This design comes from an exercise in tuning for small area, a short achievable clock period and few clock cycles per item on the open sky130 flow, not from production work. At most, simulation tests tie the RTL to the original design; equivalence was not proved. Power figures rest on the tool's default switching activity, not on a simulated workload.

// video_pad_crop_filter
module video_pad_crop_filter #(
  parameter int CHUNK_BITS         = 5,
  parameter int HACTIVE_BITS       = 11,
  parameter int VACTIVE_BITS       = 11,
  parameter int BITS_PER_PIXEL     = 16,
  parameter int REQ_FIFO_ADDR_BITS = HACTIVE_BITS - CHUNK_BITS,
  parameter int PIX_FIFO_ADDR_BITS = CHUNK_BITS + 1
) (
  input  logic                                        scalerClock,
  input  logic                                        reset,
  input  logic                                        bypass,
  input  logic [VACTIVE_BITS-1:0]                     padTopRows,
  input  logic [HACTIVE_BITS-CHUNK_BITS-1:0]          padLeftChunks,
  input  logic [VACTIVE_BITS-1:0]                     sourceRows,
  input  logic [HACTIVE_BITS-CHUNK_BITS-1:0]          sourceChunks,
  input  logic [BITS_PER_PIXEL-1:0]                   padColor,
  output logic                                        downstreamRequestFifoReadEnable,
  input  logic                                        downstreamRequestFifoEmpty,
  input  logic [VACTIVE_BITS+HACTIVE_BITS-CHUNK_BITS-1:0] downstreamRequestFifoReadData,
  output logic                                        downstreamResponseFifoWriteEnable,
  input  logic                                        downstreamResponseFifoFull,
  output logic [BITS_PER_PIXEL-1:0]                   downstreamResponseFifoWriteData,
  input  logic                                        upstreamRequestFifoReadEnable,
  output logic                                        upstreamRequestFifoEmpty,
  output logic [VACTIVE_BITS+HACTIVE_BITS-CHUNK_BITS-1:0] upstreamRequestFifoReadData,
  input  logic                                        upstreamResponseFifoWriteEnable,
  output logic                                        upstreamResponseFifoFull,
  input  logic [BITS_PER_PIXEL-1:0]                   upstreamResponseFifoWriteData
);
Settings: LEC_CHECK=0, CAP_MARGIN=20, CORE_MARGIN=2, CORE_UTILIZATION=40, CTS_CLUSTER_DIAMETER=100, CTS_CLUSTER_SIZE=30, SETUP_SLACK_MARGIN=2.5, SLEW_MARGIN=20; clock period 5.0 ns.
run.sh (not shown) runs the stock make flow with config.mk's settings and CLKGATE_MAP_FILE= SYNTH_SCRIPT=/design/flow/synth_recipe.tcl, a recipe that flattens the netlist after the stock synthesis.
Testbench counts at the start, summed over its fixed seeds: cycles 37,036, pixels 36,864.
Then changed:
CORE_UTILIZATION = 45   (was 40)
CTS_CLUSTER_SIZE = 26   (was 30)
PLACE_DENSITY = 0.62   (was not set)
Effect: Synthesized area does not change. Global-route usage climbs by 2.6 points. Combinational power is about the same. Cell count fell by 3.9%. Design area hardly moves. Worst setup slack gains 0.019 ns. Die area falls by 11%. Hold slack hardly moves. Routed wire length goes down by 2.2%.
Then changed:
CORE_UTILIZATION = 50   (was 45)
PLACE_DENSITY = 0.65   (was 0.62)
Power went down by 0.65%.
Sequential share of layout area went up by 0.22 points.
Fmax barely changes.
Via count stays flat.
Synthesized area is unchanged.
Clock-buffer cell count went down by 18.
Final area is about the same.
Non-clock buffer count went up by 1.
Routed wire length went down by 1.8%.
Then changed:
CORE_UTILIZATION = 60   (was 50)
PLACE_DENSITY = 0.72   (was 0.65)
Outcome: Synthesized cell count does not change; routed wire length is higher by 1.2%; total power hardly moves; design area is lower by 0.50%; setup slack barely changes; clock-buffer cell count is higher by 13; worst hold slack is better by 0.067 ns; die area is lower by 17%; non-clock buffer count is lower by 1.
Then changed:
CORE_UTILIZATION = 40   (was 60)
PLACE_DENSITY = not set   (was 0.72)
Result:
- area after synthesis does not change
- worst setup slack got worse by 0.094 ns
- via count is lower by a few percent
- die area goes up by well over a third
- final cell count came out higher by roughly a tenth
- hold slack is worse by 0.030 ns
- flip-flop and latch count is unchanged
- power increases slightly
- sequential share of layout area shrinks by 0.87 points
- clock-buffer cell count fell by 7
- final area grows slightly
Then changed:
CORE_UTILIZATION = 50   (was 40)
CTS_CLUSTER_SIZE = 30   (was 26)
PLACE_DENSITY = 0.65   (was not set)
Routed wire length drops by a few percent.
Power falls slightly.
Area after synthesis is unchanged.

* * *

run 1:
Another version of the RTL of video_pad_crop_filter (not shown whole).
Size in the first run: ~5,400 cells after synthesis, about 2,500 flip-flops, ~130 I/O pins, roughly 0.092 sq mm of cells after synthesis.
==> flow/design.v (excerpt) <==
module video_pad_crop_filter #(
  parameter int CHUNK_BITS         = 5,
  parameter int HACTIVE_BITS       = 11,
  parameter int VACTIVE_BITS       = 11,
  parameter int BITS_PER_PIXEL     = 16,
  parameter int REQ_FIFO_ADDR_BITS = HACTIVE_BITS - CHUNK_BITS,
  parameter int PIX_FIFO_ADDR_BITS = CHUNK_BITS + 1
) (
  input  logic                                        scalerClock,
  input  logic                                        reset,
  input  logic                                        bypass,
  input  logic [VACTIVE_BITS-1:0]                     padTopRows,
  input  logic [HACTIVE_BITS-CHUNK_BITS-1:0]          padLeftChunks,
  input  logic [VACTIVE_BITS-1:0]                     sourceRows,
  input  logic [HACTIVE_BITS-CHUNK_BITS-1:0]          sourceChunks,
  input  logic [BITS_PER_PIXEL-1:0]                   padColor,
  output logic                                        downstreamRequestFifoReadEnable,
  input  logic                                        downstreamRequestFifoEmpty,
  input  logic [VACTIVE_BITS+HACTIVE_BITS-CHUNK_BITS-1:0] downstreamRequestFifoReadData,
  output logic                                        downstreamResponseFifoWriteEnable,
  input  logic                                        downstreamResponseFifoFull,
  output logic [BITS_PER_PIXEL-1:0]                   downstreamResponseFifoWriteData,
  input  logic                                        upstreamRequestFifoReadEnable,
  output logic                                        upstreamRequestFifoEmpty,
  output logic [VACTIVE_BITS+HACTIVE_BITS-CHUNK_BITS-1:0] upstreamRequestFifoReadData,
  input  logic                                        upstreamResponseFifoWriteEnable,
  ...
export LEC_CHECK = 0
export CAP_MARGIN = 20
export CORE_MARGIN = 2
export CORE_UTILIZATION = 40
export SETUP_SLACK_MARGIN = 2.5
export SLEW_MARGIN = 20
create_clock -name core_clock -period 5.0 [get_ports {scalerClock}]
Both conditions hold for run 1: the flow ran to the end and the final layout passed the timing, DRC and antenna checks.
> inputs changed (run 1 -> run 2)
Settings: changing SETUP_SLACK_MARGIN from 2.5 to 2.7.
Results
First-pass GRT wire length grows by a few percent when moving from run 1 to run 2.
Fraction of power consumed by combinational cells: run 2 vs run 1 up 0.3 points
Per the comparison of run 2 with run 1, wire length after detailed routing has increased; via count moved up.
No run of this note included a check of the RTL's function; only the layout flow was run.

* * *

== v6 ==
Another version of the RTL of video_pad_crop_filter (not shown whole).
Size in the first run: about 5500 cells after synthesis, ~2500 flip-flops.
// video_pad_crop_filter
module video_pad_crop_filter #(
  parameter int CHUNK_BITS         = 5,
  parameter int HACTIVE_BITS       = 11,
  parameter int VACTIVE_BITS       = 11,
  parameter int BITS_PER_PIXEL     = 16,
  parameter int REQ_FIFO_ADDR_BITS = HACTIVE_BITS - CHUNK_BITS,
  parameter int PIX_FIFO_ADDR_BITS = CHUNK_BITS + 1
) (
  input  logic                                        scalerClock,
  input  logic                                        reset,
  input  logic                                        bypass,
  input  logic [VACTIVE_BITS-1:0]                     padTopRows,
  input  logic [HACTIVE_BITS-CHUNK_BITS-1:0]          padLeftChunks,
  input  logic [VACTIVE_BITS-1:0]                     sourceRows,
  input  logic [HACTIVE_BITS-CHUNK_BITS-1:0]          sourceChunks,
  input  logic [BITS_PER_PIXEL-1:0]                   padColor,
  output logic                                        downstreamRequestFifoReadEnable,
  input  logic                                        downstreamRequestFifoEmpty,
  input  logic [VACTIVE_BITS+HACTIVE_BITS-CHUNK_BITS-1:0] downstreamRequestFifoReadData,
  ...
==> flow/config.mk <==
export PLATFORM = sky130hd
export DESIGN_NAME = video_pad_crop_filter
export DESIGN_NICKNAME = video_pad_crop_filter
export VERILOG_FILES = /design/flow/design.v
export SDC_FILE = /design/flow/constraint.sdc
export NUM_CORES = 4
export LEC_CHECK = 0
export CAP_MARGIN = 20
export CORE_MARGIN = 2
export CORE_UTILIZATION = 50
export CTS_CLUSTER_DIAMETER = 100
export CTS_CLUSTER_SIZE = 26
export PLACE_DENSITY = 0.65
export SETUP_SLACK_MARGIN = 2.5
export SLEW_MARGIN = 20
==> flow/constraint.sdc <==
create_clock -name core_clock -period 5.0 [get_ports {scalerClock}]
set_input_delay 1.0000 -clock core_clock [delete_from_list [all_inputs] [get_ports {scalerClock}]]
set_output_delay 1.0000 -clock core_clock [all_outputs]
set_load 0.01 [all_outputs]
v6 reached the final stage; the timing, DRC and antenna checks on its layout passed.
Changes in v7 relative to v6:
- PLACE_DENSITY now 0.72, was 0.65
==> run notes <==
Changes observed in v7 relative to v6: number of cells after detailed placement has remained practically unchanged; area overhead of the layout relative to synthesis saw a decrease; final design area excluding fillers shows no meaningful change; post-CTS repair timing setup buffer count decreased 21. Compared to v6, v7 has shortest clock period the worst path allows after layout 3.1 ps higher.
No run of this note included a check of the RTL's function; only the layout flow was run.

* * *

video_pad_crop_filter, a different RTL version from the one above (not shown whole).
Size: about 5500 cells after synthesis, about 2500 flip-flops.
Settings: LEC_CHECK=0, CAP_MARGIN=20, CORE_MARGIN=2, CORE_UTILIZATION=40, CTS_CLUSTER_DIAMETER=100, CTS_CLUSTER_SIZE=30, SETUP_SLACK_MARGIN=2.65, SLEW_MARGIN=20; clock period 5.0 ns.
Testbench counts at the start, summed over its fixed seeds: cycles 37,036, pixels 36,864.
==> next run, changes <==
--- a/flow/config.mk
+++ b/flow/config.mk
@@ -12,3 +12,3 @@
 export CTS_CLUSTER_SIZE = 30
-export SETUP_SLACK_MARGIN = 2.65
+export SETUP_SLACK_MARGIN = 2.5
 export SLEW_MARGIN = 20
The new run completed without violations.
Critical path depth goes down by 1.
Register-to-register slack hardly moves.
Combinational power is lower by about 5%.
Power stays flat.
Utilization came out lower by 1.1 points.
Worst setup slack is worse by 0.058 ns.
Wire length decreases by 0.77%.
Area after synthesis stays the same.
Clock power hardly moves.
Design area falls by 2.3%.
Die area is unchanged.
==> next run, changes <==
--- a/flow/config.mk
+++ b/flow/config.mk
@@ -12,3 +12,3 @@
 export CTS_CLUSTER_SIZE = 30
-export SETUP_SLACK_MARGIN = 2.5
+export SETUP_SLACK_MARGIN = 2.4
 export SLEW_MARGIN = 20
Outcome: Worst setup slack is worse by 0.062 ns; utilization hardly moves; final area is about the same; global-route usage drops by 0.67 points; combinational power drops by about 5%; routed wire length drops by 2.7%; hold slack is worse by 0.082 ns; total power climbs by 0.59%; non-clock buffer count drops by 16.

* * *

video_pad_crop_filter again, from the RTL that the note above started with.
Settings: LEC_CHECK=0, CAP_MARGIN=20, CORE_MARGIN=2, CORE_UTILIZATION=40, CTS_CLUSTER_DIAMETER=100, CTS_CLUSTER_SIZE=30, SETUP_SLACK_MARGIN=2.5, SLEW_MARGIN=20; clock period 5.0 ns.
standard.sh (not shown) runs the stock make flow with config.mk's settings and CLKGATE_MAP_FILE= SYNTH_SCRIPT=/design/flow/synth_recipe.tcl, a recipe that flattens the netlist after the stock synthesis.
==> flow/flow/run.sh <==
#!/bin/bash
# Layout flow: the standard ORFS flow (standard.sh) with one change: the reset and
# upstreamResponseFifoFull ports, joined by a combinational path, are placed side by side.
set -euo pipefail
here=$(pwd)
bash standard.sh synth > synth.log 2>&1
bash standard.sh IO_CONSTRAINTS="$here/flow/io.tcl" finish > layout.log 2>&1
==> flow/flow/io.tcl <==
# reset -> upstreamResponseFifoFull is a combinational path: keep the two ports side by side
set_io_pin_constraint -group -order -pin_names {reset upstreamResponseFifoFull}
The first run completed with no timing, DRC or antenna violations.
Testbench counts at the start, summed over its fixed seeds: cycles 37,036, pixels 36,864.
Next try:
==> flow/run.sh (new file) <==
#!/bin/bash
# synth_recipe.tcl (not shown) runs the flow's synth.tcl, then flattens the netlist and writes it again
# the make line also repeats each setting of config.mk as NAME=value (left out here)
make -C /OpenROAD-flow-scripts/flow DESIGN_CONFIG=/design/flow/config.mk WORK_HOME=/design/flow/orfs CLKGATE_MAP_FILE= SYNTH_SCRIPT=/design/flow/synth_recipe.tcl finish
--- a/flow/config.mk
+++ b/flow/config.mk
@@ -9,5 +9,6 @@
 export CORE_MARGIN = 2
-export CORE_UTILIZATION = 40
+export CORE_UTILIZATION = 60
 export CTS_CLUSTER_DIAMETER = 100
 export CTS_CLUSTER_SIZE = 30
+export PLACE_DENSITY = 0.72
 export SETUP_SLACK_MARGIN = 2.5
removed: flow/flow/run.sh
removed: flow/flow/io.tcl
removed: flow/standard.sh
=> Sequential share of layout area came out higher by 1.4 points; clock power came out lower by about 8%; global-route usage came out higher by 9.1 points; via count stays flat; final cell count came out lower by 12%; combinational power came out lower by about 8%; wire length came out lower by 10%; synthesized cell count stays the same; cell area came out lower by 1.9%; synthesized area is unchanged.

* * *

The RTL this note starts from:
==> flow/design.v <==
package video_pipeline_pkg;
  typedef enum logic [2:0] {
    REQ_IDLE  = 3'b001,
    REQ_READ  = 3'b010,
    REQ_STORE = 3'b100
  } req_state_e;
  typedef enum logic [1:0] {
    RESP_IDLE,
    RESP_FETCH,
    RESP_EMIT
  } resp_state_e;
  function automatic integer chunknum_bits(input integer hactive_bits, input integer chunk_bits);
    chunknum_bits = hactive_bits - chunk_bits;
  endfunction
  function automatic integer request_bits(input integer vactive_bits, input integer hactive_bits, input integer chunk_bits);
    request_bits = vactive_bits + chunknum_bits(hactive_bits, chunk_bits);
  endfunction
endpackage
module SyncFifo #(
  parameter int WIDTH     = 8,
  parameter int ADDR_BITS = 6
) (
  input  logic             clk,
  input  logic             rst,
  input  logic             wr_en_i,
  input  logic [WIDTH-1:0] wr_data_i,
  input  logic             rd_en_i,
  output logic [WIDTH-1:0] head_o,
  output logic             empty_o,
  output logic             full_o
);
  localparam int KB = ADDR_BITS - 1;
  localparam int D  = 2**KB;
  logic [WIDTH-1:0]     mem_q [2][D];
  logic [WIDTH-1:0]     pre_q [2];
  logic [D-1:0]         hot_q;           
  logic [D-1:0]         sel [2];
  logic [ADDR_BITS-1:0] wr_ptr_q;
  logic                 rd_lo_q;         
  logic [ADDR_BITS:0]   cnt_q, rcnt_q;
  logic                 wr_d1_q, empty_q, full_q;
  assign sel[1]  = hot_q;
  assign sel[0]  = rd_lo_q ? {hot_q[D-2:0], hot_q[D-1]} : hot_q;
  assign head_o  = pre_q[rd_lo_q];
  assign empty_o = empty_q;
  assign full_o  = full_q;
  always_ff @(posedge clk)
    if (wr_en_i) mem_q[wr_ptr_q[0]][wr_ptr_q[ADDR_BITS-1:1]] <= wr_data_i;
  always_ff @(posedge clk)
    for (int l = 0; l < 2; l++) begin
      logic [WIDTH-1:0] v;
      v = '0;
      for (int j = 0; j < D; j++) v = v | (mem_q[l][j] & {WIDTH{sel[l][j]}});
      pre_q[l] <= v;
    end
  always_ff @(posedge clk)
    if (rst) begin
      wr_ptr_q <= '0;
      rd_lo_q  <= 1'b0;
      hot_q    <= D'(1);
      cnt_q    <= '0;
      rcnt_q   <= '0;
      wr_d1_q  <= 1'b0;
      empty_q  <= 1'b1;
      full_q   <= 1'b0;
    end else begin
      wr_d1_q <= wr_en_i;
      if (wr_en_i) wr_ptr_q <= wr_ptr_q + ADDR_BITS'(1);
      if (rd_en_i) begin
        rd_lo_q <= !rd_lo_q;
        if (rd_lo_q) hot_q <= {hot_q[D-2:0], hot_q[D-1]};
      end
      case ({wr_en_i, rd_en_i})
        2'b10: begin
          cnt_q  <= cnt_q + (ADDR_BITS+1)'(1);
          full_q <= cnt_q == (ADDR_BITS+1)'(2**ADDR_BITS-1);
        end
        2'b01: begin
          cnt_q  <= cnt_q - (ADDR_BITS+1)'(1);
          full_q <= 1'b0;
        end
        default: ;
      endcase
      case ({wr_d1_q, rd_en_i})
        2'b10: begin
          rcnt_q  <= rcnt_q + (ADDR_BITS+1)'(1);
          empty_q <= 1'b0;
        end
        2'b01: begin
          rcnt_q  <= rcnt_q - (ADDR_BITS+1)'(1);
          empty_q <= rcnt_q == (ADDR_BITS+1)'(1);
        end
        default: ;
      endcase
    end
endmodule
module video_pad_crop_filter #(
  parameter int CHUNK_BITS         = 5,
  parameter int HACTIVE_BITS       = 11,
  parameter int VACTIVE_BITS       = 11,
  parameter int BITS_PER_PIXEL     = 16,
  parameter int REQ_FIFO_ADDR_BITS = HACTIVE_BITS - CHUNK_BITS,
  parameter int PIX_FIFO_ADDR_BITS = CHUNK_BITS + 1
) (
  input  logic                                        scalerClock,
  input  logic                                        reset,
  input  logic                                        bypass,
  input  logic [VACTIVE_BITS-1:0]                     padTopRows,
  input  logic [HACTIVE_BITS-CHUNK_BITS-1:0]          padLeftChunks,
  input  logic [VACTIVE_BITS-1:0]                     sourceRows,
  input  logic [HACTIVE_BITS-CHUNK_BITS-1:0]          sourceChunks,
  input  logic [BITS_PER_PIXEL-1:0]                   padColor,
  output logic                                        downstreamRequestFifoReadEnable,
  input  logic                                        downstreamRequestFifoEmpty,
  input  logic [VACTIVE_BITS+HACTIVE_BITS-CHUNK_BITS-1:0] downstreamRequestFifoReadData,
  output logic                                        downstreamResponseFifoWriteEnable,
  input  logic                                        downstreamResponseFifoFull,
  output logic [BITS_PER_PIXEL-1:0]                   downstreamResponseFifoWriteData,
  input  logic                                        upstreamRequestFifoReadEnable,
  output logic                                        upstreamRequestFifoEmpty,
  output logic [VACTIVE_BITS+HACTIVE_BITS-CHUNK_BITS-1:0] upstreamRequestFifoReadData,
  input  logic                                        upstreamResponseFifoWriteEnable,
  output logic                                        upstreamResponseFifoFull,
  input  logic [BITS_PER_PIXEL-1:0]                   upstreamResponseFifoWriteData
);
  localparam int CNB = HACTIVE_BITS - CHUNK_BITS;
  localparam int RB  = VACTIVE_BITS + CNB;
  localparam int QA  = REQ_FIFO_ADDR_BITS;
  localparam int BPP = BITS_PER_PIXEL;
  localparam int QN  = 2**QA;
  logic                    rd_q, vld_q, cmp_q, st_q, busy_q, br_q, bc_q, win_q;
  logic [RB-1:0]           xl_q;
  logic [VACTIVE_BITS-1:0] in_row;
  logic [CNB-1:0]          in_chunk;
  logic [VACTIVE_BITS:0]   d_row;
  logic [CNB:0]            d_chunk;
  logic                    up_push, fl_push;
  logic                    u_full, f_full_q;
  assign {in_row, in_chunk} = downstreamRequestFifoReadData;
  assign d_row   = {1'b0, in_row} - {1'b0, padTopRows};
  assign d_chunk = {1'b0, in_chunk} - {1'b0, padLeftChunks};
  assign up_push = st_q && win_q;
  assign fl_push = st_q;
  assign downstreamRequestFifoReadEnable = rd_q;
  always_ff @(posedge scalerClock)
    if (reset) begin
      rd_q   <= 1'b0;
      vld_q  <= 1'b0;
      cmp_q  <= 1'b0;
      st_q   <= 1'b0;
      busy_q <= 1'b0;
    end else begin
      rd_q   <= !busy_q && !downstreamRequestFifoEmpty && !u_full && !f_full_q;
      vld_q  <= rd_q;
      cmp_q  <= vld_q;
      st_q   <= cmp_q;
      busy_q <= busy_q ? !st_q : !downstreamRequestFifoEmpty && !u_full && !f_full_q;
    end
  always_ff @(posedge scalerClock) begin
    if (vld_q) begin
      xl_q <= bypass ? downstreamRequestFifoReadData : {d_row[VACTIVE_BITS-1:0], d_chunk[CNB-1:0]};
      br_q <= d_row[VACTIVE_BITS];
      bc_q <= d_chunk[CNB];
    end
    if (cmp_q)
      win_q <= bypass || (!br_q && !bc_q &&
                          xl_q[RB-1:CNB] < sourceRows && xl_q[CNB-1:0] < sourceChunks);
  end
  logic          u_pop, u_empty;
  logic [RB-1:0] u_head, u_rd_q;
  assign u_pop = upstreamRequestFifoReadEnable && !u_empty;
  assign upstreamRequestFifoEmpty    = u_empty;
  assign upstreamRequestFifoReadData = u_rd_q;
  SyncFifo #(.WIDTH(RB), .ADDR_BITS(QA)) u_up_req (
    .clk(scalerClock), .rst(reset),
    .wr_en_i(up_push), .wr_data_i(xl_q),
    .rd_en_i(u_pop), .head_o(u_head),
    .empty_o(u_empty), .full_o(u_full)
  );
  always_ff @(posedge scalerClock)
    if (u_pop) u_rd_q <= u_head;
  logic [QN-1:0] fmem;
  logic [QA-1:0] f_wp, f_rp;
  logic [QA:0]   f_cnt;
  logic          f_pop, f_empty_q, f_head_q, f_rdy_q;
  always_ff @(posedge scalerClock) begin
    if (fl_push) fmem[f_wp] <= win_q;
    f_head_q <= fmem[f_rp];
  end
  always_ff @(posedge scalerClock)
    if (reset) begin
      f_wp      <= '0;
      f_rp      <= '0;
      f_cnt     <= '0;
      f_empty_q <= 1'b1;
      f_full_q  <= 1'b0;
      f_rdy_q   <= 1'b0;
    end else begin
      if (fl_push) f_wp <= f_wp + QA'(1);
      if (f_pop)   f_rp <= f_rp + QA'(1);
      f_rdy_q <= !f_empty_q && !f_pop;
      case ({fl_push, f_pop})
        2'b10: begin
          f_cnt     <= f_cnt + (QA+1)'(1);
          f_empty_q <= 1'b0;
          f_full_q  <= f_cnt == (QA+1)'(QN-1);
        end
        2'b01: begin
          f_cnt     <= f_cnt - (QA+1)'(1);
          f_empty_q <= f_cnt == (QA+1)'(1);
          f_full_q  <= 1'b0;
        end
        default: ;
      endcase
    end
  logic           p_push, p_pop, p_empty, p_full;
  logic [BPP-1:0] p_head;
  assign p_push = upstreamResponseFifoWriteEnable && !p_full;
  assign upstreamResponseFifoFull = p_full || reset;
  SyncFifo #(.WIDTH(BPP), .ADDR_BITS(PIX_FIFO_ADDR_BITS)) u_pix (
    .clk(scalerClock), .rst(reset),
    .wr_en_i(p_push), .wr_data_i(upstreamResponseFifoWriteData),
    .rd_en_i(p_pop), .head_o(p_head),
    .empty_o(p_empty), .full_o(p_full)
  );
  logic                  cur_v, cur_pad, i31_q, can, issue, nxt;
  logic [CHUNK_BITS-1:0] idx;
  logic                  we_q;
  logic [BPP-1:0]        wd_q;
  assign can   = cur_v && (cur_pad || !p_empty);
  assign issue = can && !downstreamResponseFifoFull;
  assign nxt   = !cur_v || (issue && i31_q);
  assign f_pop = nxt && f_rdy_q;
  assign p_pop = issue && !cur_pad;
  assign downstreamResponseFifoWriteEnable = we_q;
  assign downstreamResponseFifoWriteData   = wd_q;
  always_ff @(posedge scalerClock)
    if (reset) begin
      cur_v   <= 1'b0;
      cur_pad <= 1'b0;
      idx     <= '0;
      i31_q   <= 1'b0;
      we_q    <= 1'b0;
      wd_q    <= '0;
    end else begin
      if (nxt) begin
        cur_v   <= f_rdy_q;
        cur_pad <= !f_head_q;
      end
      if (issue) begin
        idx   <= idx + CHUNK_BITS'(1);
        i31_q <= idx == CHUNK_BITS'(2**CHUNK_BITS-2);
      end
      we_q <= issue;
      wd_q <= !issue ? '0 : cur_pad ? padColor : p_head;
    end
endmodule
export LEC_CHECK = 0
export CAP_MARGIN = 20
export CORE_MARGIN = 2
export CORE_UTILIZATION = 40
export SLEW_MARGIN = 20
create_clock -name core_clock -period 5.0 [get_ports {scalerClock}]
run.sh (not shown) runs the stock make flow with config.mk's settings and CLKGATE_MAP_FILE= SYNTH_SCRIPT=/design/flow/synth_recipe.tcl, a recipe that flattens the netlist after the stock synthesis.
Stock flow here: none of the scripts above is used.
==> next run, changes <==
Settings changed: SETUP_SLACK_MARGIN set to 2.7.
Total power goes up by 1.2%.
Register-to-register slack gains 0.81 ns.
First-iteration DRC count increases by about 13%.
Utilization grows by 4.4 points.
No run of this note included a check of the RTL's function; only the layout flow was run.

-- static timing again, ports no longer ideal --
No port has a modelled driver above. Below, the same layouts with a new extraction and two added sets of constraints. Step 1, drivers: a clkbuf_16 drives scalerClock and a buf_2 each remaining input, both assumed. Step 2 times the ports against the registers' clock, not the clock port: input delays grow and output delays shrink by t, the midpoint of the rising clock arrivals with the driver on. a / b / c = no drivers / after step 1 / after step 2; a / b = the first two.
run	t, ns	setup WS [ns]	slew at the worst register clock pin (ns)	cell pins on the clock port's net
the first run of note 1	0.869	2.393 / 2.309 / 1.710	0.12 / 0.12	1
the second run of note 1	0.877	2.412 / 2.328 / 1.699	0.11 / 0.11	1
the third run of note 1	0.881	2.415 / 2.331 / 1.726	0.11 / 0.11	1
the fourth run of note 1	0.863	2.416 / 2.330 / 1.726	0.11 / 0.11	1
the fifth run of note 1	0.891	2.322 / 2.239 / 1.699	0.11 / 0.11	1
the sixth run of note 1	0.892	2.443 / 2.343 / 1.733	0.12 / 0.12	1
run 1	0.980	2.275 / 2.182 / 1.558	0.07 / 0.07	1
run 2	0.999	2.279 / 2.186 / 1.683	0.07 / 0.07	1
v6	0.861	2.454 / 2.409 / 1.745	0.11 / 0.11	1
v7	0.880	2.451 / 2.372 / 1.787	0.11 / 0.11	1
the first run of note 4	0.890	2.415 / 2.331 / 1.791	0.12 / 0.12	1
the second run of note 4	0.887	2.358 / 2.270 / 1.673	0.12 / 0.12	1
the third run of note 4	0.883	2.296 / 2.296 / 1.714	0.12 / 0.12	1
the first run of note 5	0.900	2.404 / 2.305 / 1.752	0.13 / 0.13	1
the second run of note 5	0.845	2.265 / 2.265 / 1.754	0.12 / 0.12	1
the first run of note 6	0.946	1.374 / 1.435 / 0.489	0.07 / 0.07	1
the second run of note 6	0.951	2.318 / 2.259 / 1.481	0.07 / 0.07	1
After both steps every run listed still meets setup and hold. For the first run of note 6, which loses most, drivers alone change the setup slack by +0.061 ns; drivers and shift together by -0.885 ns.
